This design comes from an exercise in tuning for small area, a short achievable clock period and few clock cycles on the open sky130 flow, not from production work.
At most, simulation tests tie the RTL to the original design; equivalence was not proved.
Power is estimated from default activity; no workload was simulated.

==> flow/design.v (excerpt) <==
module ps2_keyboard_to_hid_report #(
   parameter int KEY_MAP_BITS = ps2kb_pkg::KEY_MAP_BITS_DEF,
   parameter int REPORT_SLOTS = ps2kb_pkg::REPORT_SLOTS_DEF
) (
   input  wire logic                          clock,
   input  wire logic                          reset,
   input  wire logic                          req_tvalid,
   output logic                               req_tready,
   input  wire logic                          req_tuser,   
   input  wire logic [7:0]                    req_tdata,   
   output logic                               rsp_tvalid,
   input  wire logic                          rsp_tready,
   output logic [ps2kb_pkg::RSP_DATA_W-1:0]   rsp_tdata,
   input  wire logic                          csr_valid,
   output logic                               csr_ready,
   input  wire logic [9:0]                    csr_data     
);
==> flow/config.mk <==
export PLATFORM = sky130hd
export DESIGN_NAME = ps2_keyboard_to_hid_report
export DESIGN_NICKNAME = ps2_keyboard_to_hid_report
export VERILOG_FILES = /design/flow/design.v
export SDC_FILE = /design/flow/constraint.sdc
export NUM_CORES = 4
export LEC_CHECK = 0
export CAP_MARGIN = 20
export CORE_MARGIN = 2
export CORE_UTILIZATION = 40
export PLACE_DENSITY = 0.6
export SETUP_SLACK_MARGIN = 5.0
export SLEW_MARGIN = 20

export BUFFER_PORTS_ARGS = -buffer_cell sky130_fd_sc_hd__buf_2
==> flow/constraint.sdc <==
create_clock -name core_clock -period 8.0 [get_ports {clock}]
set_input_delay 1.6000 -clock core_clock [delete_from_list [all_inputs] [get_ports {clock}]]
set_output_delay 1.6000 -clock core_clock [all_outputs]
set_load 0.01 [all_outputs]
standard.sh (not shown) runs the stock make flow with config.mk's settings and CLKGATE_MAP_FILE= SYNTH_SCRIPT=/design/flow/synth_recipe.tcl, a recipe that flattens the netlist after the stock synthesis.
==> flow/flow/run.sh <==
#!/bin/bash
# The standard layout (the standard.sh, all steps), with one change to how it is made:
# the buffers that placement puts on every input and output port are buf_2 cells instead of
# the cell buffer_ports picks by default (a slow clkdlybuf4s50_1).
set -euo pipefail
printf '\nexport BUFFER_PORTS_ARGS = -buffer_cell sky130_fd_sc_hd__buf_2\n' >> config.mk
bash standard.sh > standard.log 2>&1
Next try:
--- a/flow/design.v
+++ b/flow/design.v
@@ -1092,19 +1092,16 @@
    end
    assign e_go     = m_valid_ff && !busy_ff && (!rsp_valid_ff || rsp_tready);
    assign k        = m_key_ff;
    assign is_mod   = !m_tick_ff && k[6:3] == 4'b1101;
    assign is_key   = !m_tick_ff && k[6:3] != 4'b1101 && k != 7'd0;
    assign e_wr     = e_go && is_key;
    assign chg      = m_member_ff == m_brk_ff;   
    assign scan_end = busy_ff && m_valid_ff && m_member_ff && slot_ff[NS-2] != 7'd0;
-   localparam logic [6:0] CNT_0 = 7'b0000001;
-   localparam logic [6:0] CNT_6 = 7'b1000001;
-   localparam logic [6:0] CNT_7 = 7'b0000011;
    always_comb begin
       for (int s = 0; s < NS; s++) begin
          lt[s] = slot_ff[s] != 7'd0 && slot_ff[s] < k;
       end
    end
    always_comb begin
       do_ins  = 1'b0;
       do_del  = 1'b0;
@@ -1115,20 +1112,20 @@
          do_ins = m_valid_ff && m_member_ff;
          do_rep = scan_end;
       end else if (e_go) begin
          if (m_tick_ff) begin
             do_rep = idle_ff != 10'd0 && rem_ff == 10'd1;
          end else begin
             if (is_key && chg) begin
                if (!m_brk_ff) begin
-                  do_roll = !over_ff && cnt_ff == CNT_6;
-                  do_ins  = !over_ff && cnt_ff != CNT_6;
+                  do_roll = !over_ff && cnt_ff == 7'd6;
+                  do_ins  = !over_ff && cnt_ff != 7'd6;
                end else begin
-                  do_scan = over_ff && cnt_ff == CNT_7;
+                  do_scan = over_ff && cnt_ff == 7'd7;
                   do_del  = !over_ff;
                end
             end
             do_rep = !do_scan;
          end
       end
    end
    logic [7:0]  map_row;
@@ -1164,17 +1161,17 @@
             slot_ff[s] <= d;
          end
       end
    end
    always_ff @(posedge clock) begin
       if (reset) begin
          mods_ff      <= 8'd0;
          over_ff      <= 1'b0;
-         cnt_ff       <= CNT_0;
+         cnt_ff       <= 7'd0;
          idle_ff      <= 10'd0;
          rem_ff       <= 10'd0;
          busy_ff      <= 1'b0;
          rsp_valid_ff <= 1'b0;
       end else begin
          if (csr_valid) begin
             idle_ff <= csr_data;
          end
@@ -1182,18 +1179,17 @@
             rsp_valid_ff <= 1'b1;
          end else if (rsp_tready) begin
             rsp_valid_ff <= 1'b0;
          end
          if (e_go && is_mod) begin
             mods_ff[k[2:0]] <= !m_brk_ff;
          end
          if (e_wr && chg) begin
-            cnt_ff <= m_brk_ff ? {cnt_ff[0] ^ cnt_ff[6], cnt_ff[6:1]}
-                               : {cnt_ff[5:0], cnt_ff[6] ^ cnt_ff[5]};
+            cnt_ff <= m_brk_ff ? cnt_ff - 7'd1 : cnt_ff + 7'd1;
          end
          if (do_roll) begin
             over_ff <= 1'b1;
          end
          if (do_scan) begin
             over_ff <= 1'b0;
             busy_ff <= 1'b1;
          end
What happened: Combinational power goes down by about 2%. Hold slack is about the same. Clock skew falls by 0.018 ns. Sequential share of layout area climbs by 1.4 points. Register-to-register slack gains 0.17 ns. Cell count hardly moves.
Testbench counts after the change, summed over its fixed seeds: cycles 6,924.
Function not checked in the first run of this note: the RTL went through the layout flow alone.

afterwards: timing with drivers on the ports:
The results above use ideal ports. As a check the final layouts listed here were re-extracted and re-timed, cells and wires unchanged. Step 1 (the two cells are an assumption about what drives the block):
set clk [get_ports {clock}]
set_driving_cell -lib_cell sky130_fd_sc_hd__clkbuf_16 $clk
set_driving_cell -lib_cell sky130_fd_sc_hd__buf_2 [delete_from_list [all_inputs] $clk]
Step 2 also shifts input and output timing later by t, the mid clock arrival at the registers, as if the neighbouring blocks saw the same clock. a / b / c = ideal / step 1 / step 2; a / b = the first two.
| run | shift t [ns] | slack for setup (ns) | worst data-port slew with drivers (ns) |
|---|---|---|---|
| the first run | 0.582 | 4.687 / 4.681 / 4.099 | 0.06 |
| the second run | 0.574 | 5.025 / 5.027 / 4.453 | 0.05 |
After both steps every run listed still meets setup and hold. For the first run, which loses most, drivers alone change the setup slack by -0.006 ns; drivers and shift together by -0.588 ns.
